From an optimization exercise on the open Yosys and OpenROAD flow, aimed at small area, a short achievable clock period and few clock cycles; shortcuts taken in it are not production practice.
Where RTL was checked, it was by simulation tests only, not by an equivalence proof against the original.

==> flow/design.v <==
module fixed_partition_fit_allocator_unit (
   input  logic        clock,
   input  logic        reset,
   input  logic        csr_wr_en,
   input  logic [0:0]  csr_index,
   input  logic [4:0]  csr_wdata,
   input  logic        req_valid,
   output logic        req_stall,
   input  logic [20:0] req_payload,
   output logic        rsp_valid,
   input  logic        rsp_stall,
   output logic [20:0] rsp_payload
);
   localparam int N = 16;
   function automatic logic [1:0] cmp16(input logic [15:0] a, input logic [15:0] b);
      logic [15:0] g, e;
      g = a & ~b;
      e = ~(a ^ b);
      for (int st = 1; st < 16; st = st * 2)
         for (int k = 0; k < 16; k += 2 * st) begin
            g[k] = g[k+st] | (e[k+st] & g[k]);
            e[k] = e[k+st] & e[k];
         end
      cmp16 = {g[0], e[0]};
   endfunction
   function automatic logic [8:0] sub8(input logic [7:0] a, input logic [7:0] b);
      logic [7:0] g, t, gg, tt, ng, nt;
      g  = ~a & b;                          
      t  = ~a | b;                          
      gg = g;
      tt = t;
      for (int d = 1; d < 8; d = d * 2) begin
         ng = gg;
         nt = tt;
         for (int i = d; i < 8; i++) begin
            ng[i] = gg[i] | (tt[i] & gg[i-d]);
            nt[i] = tt[i] & tt[i-d];
         end
         gg = ng;
         tt = nt;
      end
      sub8[0] = a[0] ^ b[0];
      for (int i = 1; i < 8; i++) sub8[i] = a[i] ^ b[i] ^ gg[i-1];
      sub8[8] = gg[7];
   endfunction
   function automatic logic two16(input logic [15:0] x);
      logic [15:0] a, t;
      a = x;
      t = '0;
      for (int st = 1; st < 16; st = st * 2)
         for (int k = 0; k < 16; k += 2 * st) begin
            t[k] = t[k] | t[k+st] | (a[k] & a[k+st]);
            a[k] = a[k] | a[k+st];
         end
      two16 = t[0];
   endfunction
   logic            pol_next_q;
   logic            pol_bw_q;           
   logic            md_q;               
   logic [4:0]      count_q;
   logic [3:0]      ptr_q;              
   logic [N-1:0]    nf_a_q, nf_e_q;
   logic [N-1:0]    used_q;
   logic [N-1:0]    fresh_q;
   logic [15:0]     size_q [N];
   logic            rf_act_q;
   logic            rf_is_q;            
   logic [15:0]     want_x_q, want_y_q;
   logic [15:0]     size3;              
   logic [2:0]      rf_ph_q;
   logic            need_q;
   logic            v1_q, fe1_q, rf1_q, op1_q;
   logic [N-1:0]    dec1_q;             
   logic [15:0]     w1_q;
   logic [N-1:0]    r1_q;               
   logic            v2_q, gr2_q;
   logic [N-1:0]    pick2_q;            
   logic [15:0]     b2_q;               
   logic            v3_q, gr3_q, bo3_q;
   logic [3:0]      idx3_q;
   logic [7:0]      lo3_q, hi3_q;
   logic freeze, accept, fe_issue, rf_issue;
   logic        in_op;
   logic [3:0]  in_idx;
   logic [15:0] in_w;
   assign in_op  = req_payload[20];
   assign in_idx = req_payload[19:16];
   assign in_w   = req_payload[15:0];
   assign freeze    = v3_q & rsp_stall;
   assign req_stall = freeze | rf_act_q | (req_valid & in_op & need_q);
   assign accept    = req_valid & ~req_stall & ~reset;
   logic [N-1:0] act;
   always_comb
      for (int i = 0; i < N; i++) act[i] = (count_q > 5'(i));
   logic         ld1;                   
   logic         s1_op;
   logic [3:0]   s1_idx;
   logic [15:0]  want;
   logic [1:0]   cr [N];
   logic [1:0]   fcr;
   logic [N-1:0] r1;
   assign ld1    = v1_q & ~op1_q;
   assign s1_op  = ~rf_act_q & in_op;
   assign s1_idx = rf_is_q ? idx3_q : rf_act_q ? lo_idx : in_idx;
   assign want   = (in_w & want_y_q) | want_x_q;
   assign fcr    = cmp16(w1_q, want);
   always_comb
      for (int i = 0; i < N; i++) begin
         logic ge_i, le_i, hi_i;
         cr[i] = (ld1 && dec1_q[i]) ? fcr : cmp16(size_q[i], want);
         ge_i  = cr[i][1] | cr[i][0];
         le_i  = ~cr[i][1];
         hi_i  = (4'(i) > s1_idx);
         r1[i] = s1_op ? (ge_i & act[i]) : ((hi_i ^ md_q) ? ge_i : le_i);
      end
   assign fe_issue = rf_act_q & (rf_ph_q == 3'd0) & ~v1_q & ~v2_q & ~v3_q & ~(&fresh_q);
   assign rf_issue = rf_is_q;
   logic rf_is_d;
   assign rf_is_d = req_valid & in_op & need_q & rf_act_q & (rf_ph_q == 3'd2);
   always_ff @(posedge clock) begin
      if (reset) begin
         v1_q  <= 1'b0;
         fe1_q <= 1'b0;
         rf1_q <= 1'b0;
      end else if (!freeze) begin
         v1_q  <= accept;
         fe1_q <= fe_issue;
         rf1_q <= rf_issue;
      end
   end
   always_ff @(posedge clock)
      if (!freeze) begin
         op1_q  <= s1_op;
         for (int i = 0; i < N; i++) dec1_q[i] <= (s1_idx == 4'(i));
         w1_q   <= want;
         r1_q   <= r1;
      end
   logic [N-1:0] upd2, ld2;
   logic         do_req2;
   assign do_req2 = v1_q & op1_q & ~freeze;
   always_comb
      for (int i = 0; i < N; i++) begin
         upd2[i] = (ld1 | rf1_q) & dec1_q[i];
         ld2[i]  = ld1 & dec1_q[i];
      end
   always_ff @(posedge clock)
      for (int i = 0; i < N; i++)
         if (ld2[i] && !freeze) size_q[i] <= w1_q;
   logic [N-1:0] ord [N];
   for (genvar i = 0; i < N; i++) begin : g_row
      for (genvar j = i + 1; j < N; j++) begin : g_col
         always_ff @(posedge clock) begin
            if (upd2[i])      ord[i][j] <= r1_q[j];
            else if (upd2[j]) ord[i][j] <= r1_q[i];
         end
      end
   end
   logic [N-1:0] fit;
   logic [N-1:0] beats [N];
   logic [N-1:0] win;
   logic         any_fit;
   assign fit     = r1_q & ~used_q;
   assign any_fit = |fit;
   always_comb begin
      for (int i = 0; i < N; i++) beats[i] = '0;
      for (int i = 0; i < N; i++)
         for (int j = i + 1; j < N; j++) begin
            beats[i][j] = nf_a_q[i] | ~nf_e_q[j] | (ord[i][j] & nf_e_q[i]);
            beats[j][i] = ~beats[i][j];
         end
      for (int i = 0; i < N; i++) begin
         win[i] = fit[i];
         for (int j = 0; j < N; j++)
            if (j != i) win[i] = win[i] & (~fit[j] | beats[i][j]);
      end
   end
   logic [N-1:0] win_ge, fit_at, p_at, p_all;
   logic [3:0]   win_idx;
   always_comb begin
      fit_at = fit & nf_a_q;
      p_at   = fit_at;
      p_all  = fit;
      for (int d = 1; d < N; d = d * 2)
         for (int i = N - 1; i >= d; i--) begin
            p_at[i]  = p_at[i]  | p_at[i-d];
            p_all[i] = p_all[i] | p_all[i-d];
         end
      win_ge = p_at[N-1] ? p_at : p_all;
      win_idx = '0;
      for (int i = 0; i < N; i++)
         if (win[i]) win_idx = win_idx | 4'(i);
   end
   always_ff @(posedge clock) begin
      if (reset) used_q <= '0;
      else used_q <= (used_q | (win & {N{do_req2}})) & ~ld2;
   end
   logic [N-1:0] start_therm;
   logic [1:0]   new_pol;
   logic [4:0]   new_count;
   logic         csr_we;
   logic         nf_upd;
   assign csr_we = csr_wr_en & ~reset;
   assign nf_upd = do_req2 & pol_next_q & any_fit;
   always_comb begin
      for (int i = 0; i < N; i++) start_therm[i] = (4'(i) >= ptr_q);
      new_pol   = (csr_index == 1'b0) ? csr_wdata[1:0]
                : {pol_next_q | (pol_bw_q & md_q), pol_bw_q};
      new_count = (csr_index == 1'b1) ? csr_wdata : count_q;
   end
   always_ff @(posedge clock) begin
      if (reset) begin
         pol_next_q <= 1'b0;
         pol_bw_q   <= 1'b0;
         count_q    <= 5'd16;
      end else if (csr_we) begin
         pol_next_q <= (new_pol == 2'd2);
         pol_bw_q   <= new_pol[0];
         count_q    <= new_count;
      end
   end
   logic         csr_d_q;
   logic [N-1:0] s_new;
   logic         nf_new;
   assign s_new  = (pol_next_q && ({1'b0, ptr_q} < count_q)) ? start_therm : '1;
   assign nf_new = ~pol_bw_q;
   always_ff @(posedge clock) begin
      if (reset) csr_d_q <= 1'b0;
      else csr_d_q <= csr_we;
   end
   always_ff @(posedge clock) begin
      if (reset) begin
         ptr_q  <= 4'd0;
         nf_a_q <= '1;
         nf_e_q <= '1;
      end else if (csr_d_q) begin
         nf_a_q <= {N{nf_new}} & s_new;
         nf_e_q <= {N{~nf_new}} | s_new;
      end else if (nf_upd) begin
         ptr_q  <= win_idx;
         nf_a_q <= win_ge;
         nf_e_q <= win_ge;
      end
   end
   always_ff @(posedge clock) begin
      if (reset) begin
         md_q    <= 1'b0;
         fresh_q <= '0;
      end else if (csr_we && new_pol[0] && (new_pol[1] != md_q)) begin
         md_q    <= new_pol[1];
         fresh_q <= '0;
      end else begin
         fresh_q <= fresh_q | upd2;
      end
   end
   logic [N-1:0] stale, stale_lo;
   logic         two_nx, below;
   logic [3:0]   lo_idx;
   always_comb begin
      stale = ~fresh_q;
      below = 1'b0;
      for (int i = 0; i < N; i++) begin
         stale_lo[i] = stale[i] & ~below;
         below       = below | stale[i];
      end
      two_nx = two16(~(fresh_q | upd2));
      lo_idx = '0;
      for (int i = 0; i < N; i++)
         if (stale_lo[i]) lo_idx = lo_idx | 4'(i);
   end
   always_ff @(posedge clock) begin
      if (reset) begin
         rf_act_q <= 1'b0;
         rf_is_q  <= 1'b0;
         want_x_q <= '0;
         want_y_q <= '1;
         rf_ph_q  <= 3'd0;
         need_q   <= 1'b0;
      end else begin
         need_q   <= (csr_we ? new_pol[0] : pol_bw_q)
                     & (two_nx | (csr_we & new_pol[0] & (new_pol[1] != md_q)));
         rf_act_q <= req_valid & in_op & need_q;
         rf_is_q  <= rf_is_d;
         want_x_q <= {16{rf_is_d}} & size3;
         want_y_q <= {16{~rf_is_d}} | size3;
         if (!rf_act_q || rf_ph_q == 3'd4) rf_ph_q <= 3'd0;
         else if (rf_ph_q != 3'd0 || fe_issue) rf_ph_q <= rf_ph_q + 3'd1;
      end
   end
   always_ff @(posedge clock) begin
      if (reset) v2_q <= 1'b0;
      else if (!freeze) v2_q <= v1_q;
   end
   always_ff @(posedge clock)
      if (!freeze) begin
         gr2_q   <= ~op1_q | any_fit;
         pick2_q <= op1_q ? win : dec1_q;
         b2_q    <= (op1_q & any_fit) ? w1_q : 16'd0;
      end
   logic [3:0]  idx3;
   always_comb begin
      idx3  = '0;
      size3 = '0;
      for (int i = 0; i < N; i++) begin
         if (pick2_q[i]) idx3 = idx3 | 4'(i);
         size3 = size3 | (size_q[i] & {16{pick2_q[i]}});
      end
   end
   always_ff @(posedge clock) begin
      if (reset) v3_q <= 1'b0;
      else if (!freeze) v3_q <= v2_q;
   end
   logic [8:0] lo3, hi3;
   assign lo3 = sub8(size3[7:0], b2_q[7:0]);
   assign hi3 = sub8(size3[15:8], b2_q[15:8]);
   always_ff @(posedge clock)
      if (!freeze) begin
         gr3_q  <= gr2_q;
         idx3_q <= idx3;
         lo3_q  <= lo3[7:0];
         bo3_q  <= lo3[8];
         hi3_q  <= hi3[7:0];
      end
   logic [8:0] hi4;
   assign hi4 = sub8(hi3_q, {7'd0, bo3_q});
   assign rsp_valid   = v3_q;
   assign rsp_payload = {gr3_q, idx3_q, hi4[7:0], lo3_q};
endmodule
Settings: LEC_CHECK=0, CAP_MARGIN=20, CORE_MARGIN=2, CORE_UTILIZATION=40, PLACE_DENSITY=0.6, SETUP_SLACK_MARGIN=1.9, SLEW_MARGIN=20; clock period 5.0 ns.
standard.sh (not shown) runs the stock make flow with config.mk's settings and CLKGATE_MAP_FILE= SYNTH_SCRIPT=/design/flow/synth_recipe.tcl, a recipe that flattens the netlist after the stock synthesis.
==> flow/flow/run.sh <==
#!/bin/bash
# Layout flow: the standard flow (standard.sh) with one change: the
# port buffers are buf_4 cells instead of the default delay buffers.
# Synthesis and everything else are the standard flow's.
set -o pipefail
export BUFFER_PORTS_ARGS="-buffer_cell sky130_fd_sc_hd__buf_4"
bash standard.sh > standard.log 2>&1
status=$?
echo "standard.sh exit $status"
exit $status
Edit:
--- a/flow/design.v
+++ b/flow/design.v
@@ -57,11 +57,11 @@
    logic            pol_next_q;
    logic            pol_bw_q;           
    logic            md_q;               
    logic [4:0]      count_q;
    logic [3:0]      ptr_q;              
-   logic [N-1:0]    nf_a_q, nf_e_q;
+   logic [N-1:0]    nf_a_q, nf_b_q, nf_e_q;
    logic [N-1:0]    used_q;
    logic [N-1:0]    fresh_q;
    logic [15:0]     size_q [N];
    logic            rf_act_q;
    logic            rf_is_q;            
@@ -163,11 +163,11 @@
    assign any_fit = |fit;
    always_comb begin
       for (int i = 0; i < N; i++) beats[i] = '0;
       for (int i = 0; i < N; i++)
          for (int j = i + 1; j < N; j++) begin
-            beats[i][j] = nf_a_q[i] | ~nf_e_q[j] | (ord[i][j] & nf_e_q[i]);
+            beats[i][j] = nf_a_q[i] | nf_b_q[j] | (ord[i][j] & nf_e_q[i]);
             beats[j][i] = ~beats[i][j];
          end
       for (int i = 0; i < N; i++) begin
          win[i] = fit[i];
          for (int j = 0; j < N; j++)
@@ -229,17 +229,20 @@
    end
    always_ff @(posedge clock) begin
       if (reset) begin
          ptr_q  <= 4'd0;
          nf_a_q <= '1;
+         nf_b_q <= '0;
          nf_e_q <= '1;
       end else if (csr_d_q) begin
          nf_a_q <= {N{nf_new}} & s_new;
+         nf_b_q <= {N{nf_new}} & ~s_new;
          nf_e_q <= {N{~nf_new}} | s_new;
       end else if (nf_upd) begin
          ptr_q  <= win_idx;
          nf_a_q <= win_ge;
+         nf_b_q <= ~win_ge;
          nf_e_q <= win_ge;
       end
    end
    always_ff @(posedge clock) begin
       if (reset) begin
=> The changed run finished with timing, DRC and antenna clean; final area barely changes; global-route usage drops by 1.2 points; count of clock-buffer cells in the layout drops by 4; setup slack gains 59 ps; sequential share of layout area climbs by 0.66 points; hold slack loses 11 ps; flip-flop and latch count climbs by 14; clock skew climbs by 13 ps.
Testbench counts after the change, summed over its fixed seeds: cycles 5,056.
Function not checked in the first run of this note: the RTL went through the layout flow alone.

-- re-timing with driven ports --
In the flow no input, the clock included, has a driving cell. The finished layouts below were timed again as built, in two steps.
Step 1 assumes that a clkbuf_16 drives the clock port and a buf_2 every other input.
Step 2 also shifts input and output timing later by t, the mid clock arrival at the registers, as if the neighbouring blocks saw the same clock.
Slacks: ideal / step 1 / step 2; pairs: ideal / step 1.
| run | t, ns | setup slack, ns | worst hold slack (ns) | clock arrival spread, ns |
|---|---|---|---|---|
| the first run | 0.700 | 1.795 / 1.724 / 1.221 | 0.425 / 0.425 / 0.425 | 0.031 / 0.031 |
| the second run | 0.699 | 1.854 / 1.787 / 1.270 | 0.415 / 0.415 / 0.415 | 0.036 / 0.036 |
After both steps setup and hold are still met in every run listed. For the second run, which loses most, drivers alone change the setup slack by -0.067 ns; drivers and shift together by -0.584 ns.
